What follows belongs to an exercise in optimizing a design on an open flow for small area; a production flow would make more cautious choices. The RTL was checked by simulation tests, not by an equivalence proof against the original design. Power and IR drop assume default switching activity.

## run A
Design input_event_queue, start of the top module:
module input_event_queue #(
  parameter  int CHANNELS = 6,
  parameter  int WIDTH    = 32,
  parameter  int DEPTH    = 16,
  parameter  int TS_WIDTH = 33,
  localparam int CW       = (CHANNELS > 1) ? $clog2(CHANNELS) : 1,
  localparam int AW       = $clog2(DEPTH)
) (
  input  logic                      clk_sys,
  input  logic                      reset,
  input  logic [CHANNELS*WIDTH-1:0] joystick,
  input  logic [TS_WIDTH-1:0]       timestamp,
  input  logic                      sample_en,
  input  logic                      clear,
  output logic                      evt_valid,
  input  logic                      evt_ready,
  output logic [CW-1:0]             evt_channel,
  output logic [WIDTH-1:0]          evt_data,
  output logic [TS_WIDTH-1:0]       evt_ts,
  output logic [AW:0]               count,
  output logic                      busy,
  output logic                      overflow,
  output logic [15:0]               drop_count
);
==> flow/config.mk <==
export PLATFORM = sky130hd
export DESIGN_NAME = input_event_queue
export DESIGN_NICKNAME = input_event_queue
export VERILOG_FILES = /design/flow/design.v
export SDC_FILE = /design/flow/constraint.sdc
export NUM_CORES = 4
export LEC_CHECK = 0
export CAP_MARGIN = 20
export CORE_MARGIN = 2
export CORE_UTILIZATION = 40
export PLACE_DENSITY = 0.6
export SLEW_MARGIN = 20
==> flow/constraint.sdc <==
create_clock -name core_clock -period 6.0 [get_ports {clk_sys}]
set_input_delay 1.2000 -clock core_clock [delete_from_list [all_inputs] [get_ports {clk_sys}]]
set_output_delay 1.2000 -clock core_clock [all_outputs]
set_load 0.01 [all_outputs]
run.sh (not shown) runs the stock make flow with config.mk's settings and CLKGATE_MAP_FILE= SYNTH_SCRIPT=/design/flow/synth_recipe.tcl, a recipe that flattens the netlist after the stock synthesis.
Changes in run B relative to run A:
diff --git a/flow/config.mk b/flow/config.mk
--- a/flow/config.mk
+++ b/flow/config.mk
@@ -10,2 +10,5 @@
 export CORE_UTILIZATION = 40
+export CTS_BUF_LIST = sky130_fd_sc_hd__clkbuf_8
+export CTS_CLUSTER_DIAMETER = 50
+export CTS_CLUSTER_SIZE = 18
 export PLACE_DENSITY = 0.6
==> notes.md <==
Delta (run B minus run A): via count moved down, critical path depth moved down. [compare] base=run A new=run B: final critical-path share of the clock period increased 1.5 points, initial antenna violation count increased 1, highest net fanout along the worst path decreased 13. On actual slew at the worst max-slew pin: run B sits above run A. Diff run A -> run B: slack of the critical path dropped 0.091 ns, clock-buffer cell count fell by 30%. The fraction of area in registers of run B is higher than that of run A. Post-route total power improves in run B relative to run A.
> inputs changed (run B -> run C)
diff --git a/flow/config.mk b/flow/config.mk
--- a/flow/config.mk
+++ b/flow/config.mk
@@ -9,7 +9,4 @@
 export CORE_MARGIN = 2
-export CORE_UTILIZATION = 40
-export CTS_BUF_LIST = sky130_fd_sc_hd__clkbuf_8
-export CTS_CLUSTER_DIAMETER = 50
-export CTS_CLUSTER_SIZE = 18
-export PLACE_DENSITY = 0.6
+export CORE_UTILIZATION = 65
+export PLACE_DENSITY = 0.75
 export SLEW_MARGIN = 20
==> comparison <==
No stage failed in run C, and the final checks on the layout all came back clean.
Relative to run B, latest clock arrival within the worst-skew pair decreased by 0.16 ns in run C.
Between run C and run B, it is run C whose total length of routed wires is lower, by about 1.7%.
From run B to run C the numbers moved as follows: detailed-routing iteration count for the pre-antenna-repair pass shows a reduction of 1, area added between synthesis and finish shows an increase of 1.7 points.
Going from run B to run C, depth of the worst register-to-register path grows by 2.
Side by side, switching part of the total power turned out lower in run C than in run B.
The total number of cells along the worst setup path in run C sits 1 above the value recorded for run B.
Relative to run C, the following input files were edited for run D:
==> flow/flow/run.sh (new file) <==
#!/bin/bash
# Layout with the standard flow (standard.sh), changing only two knobs:
#  * port buffers use the smallest buffer cell instead of a delay buffer;
#  * clock tree synthesis uses clkbuf_8 sink clusters and no dummy loads.
# Each tool's output goes to a log file of its own in this folder; ORFS keeps
# its per-step logs under orfs/logs/.
set -euo pipefail
export BUFFER_PORTS_ARGS="-buffer_cell sky130_fd_sc_hd__buf_1"
export CTS_ARGS="-sink_clustering_enable -repair_clock_nets -dont_use_dummy_load -buf_list sky130_fd_sc_hd__clkbuf_8 -sink_clustering_size 18 -sink_clustering_max_diameter 50"
bash standard.sh > standard.log 2>&1
==> flow/standard.sh (new file) <==
#!/bin/bash
# synth_recipe.tcl (not shown) runs the flow's synth.tcl, then flattens the netlist and writes it again
# the make line also repeats each setting of config.mk as NAME=value (left out here)
make -C /OpenROAD-flow-scripts/flow DESIGN_CONFIG=/design/flow/config.mk WORK_HOME=/design/flow/orfs CLKGATE_MAP_FILE= SYNTH_SCRIPT=/design/flow/synth_recipe.tcl "${@:-finish}"
diff --git a/flow/config.mk b/flow/config.mk
--- a/flow/config.mk
+++ b/flow/config.mk
@@ -9,4 +9,4 @@
 export CORE_MARGIN = 2
-export CORE_UTILIZATION = 65
-export PLACE_DENSITY = 0.75
+export CORE_UTILIZATION = 40
+export PLACE_DENSITY = 0.6
 export SLEW_MARGIN = 20
removed: flow/run.sh
### Flow results
Sort run D and run C by setup slack asc -> top: run D. As far as count of sequential standard cells goes, run C and run D are indistinguishable; the numbers are identical. In run D the sequential share of layout area turned out 4.8 points higher than in run C. Run D reports a lower proportion of final cell area spent on non-clock buffers than run C does. Lower routed length on met3 goes to run D over run C. Setup slack of the most critical reg-to-reg path (higher): run D. Run D against run C: clock network fraction of design power decreased 13 points, power decreased 0.0041 W, area growth from synthesis to layout decreased 7.7 points.
[inputs] run E vs run D
diff --git a/flow/flow/run.sh b/flow/flow/run.sh
--- a/flow/flow/run.sh
+++ b/flow/flow/run.sh
@@ -8,3 +8,3 @@
 export BUFFER_PORTS_ARGS="-buffer_cell sky130_fd_sc_hd__buf_1"
-export CTS_ARGS="-sink_clustering_enable -repair_clock_nets -dont_use_dummy_load -buf_list sky130_fd_sc_hd__clkbuf_8 -sink_clustering_size 18 -sink_clustering_max_diameter 50"
+export CTS_ARGS="-sink_clustering_enable -repair_clock_nets -dont_use_dummy_load -buf_list sky130_fd_sc_hd__clkbuf_8 -sink_clustering_size 20 -sink_clustering_max_diameter 40"
 bash standard.sh > standard.log 2>&1
diff --git a/flow/config.mk b/flow/config.mk
--- a/flow/config.mk
+++ b/flow/config.mk
@@ -7,6 +7,7 @@
 export LEC_CHECK = 0
-export CAP_MARGIN = 20
+export CAP_MARGIN = 5
 export CORE_MARGIN = 2
 export CORE_UTILIZATION = 40
+export GPL_TIMING_DRIVEN = 0
 export PLACE_DENSITY = 0.6
-export SLEW_MARGIN = 20
+export SLEW_MARGIN = 5
Notes after the runs:
When run E is set beside run D, its clock latency at the later pin of the worst-skew pair turns out to be 0.03 ns larger.
Comparing the two runs side by side, run E comes out behind run D on iteration-0 DRC count of the detailed router.
In the tables for run D and run E, hold slack reads higher with run E.
Relative to run D, the placement-stage cell area measured on run E has increased slightly.
Run D → run E: cell leakage power rose about 3.3%; utilization rose 0.85 points; final cell count rose 3.2%; critical path depth rose 3.
Run E has layout-stage area growth over the synthesis result above what run D had.
In the final reports, the cell area of run E is larger than that of run D.
The run with more setup slack is run D; run E has less.

-- static timing again, ports no longer ideal --
How much do the figures lean on ideal ports? The routed layouts below were timed once more, with nothing changed but the port constraints. Step 1 (the two cells are an assumption about what drives the block):
set clk [get_ports {clk_sys}]
set_driving_cell -lib_cell sky130_fd_sc_hd__clkbuf_16 $clk
set_driving_cell -lib_cell sky130_fd_sc_hd__buf_2 [delete_from_list [all_inputs] $clk]
Step 2 moves the port delays by t, midway between the first and last clock arrival at a register: inputs arrive t later, outputs are due t later. That takes back most of the time a late clock gives input paths. Three values: no drivers, after step 1, after step 2; two values: the first two.
run | t, ns | setup slack, ns | pins driven straight from the clock port
run A | 0.830 | 0.570 / 0.497 / 1.327 | 1
run B | 0.947 | 0.478 / 0.404 / 1.351 | 1
run C | 0.796 | 0.451 / 0.379 / 1.175 | 1
run D | 0.932 | 0.417 / 0.338 / 1.270 | 1
run E | 0.960 | 0.118 / 0.044 / 1.004 | 1
After both steps every run listed still meets setup and hold.
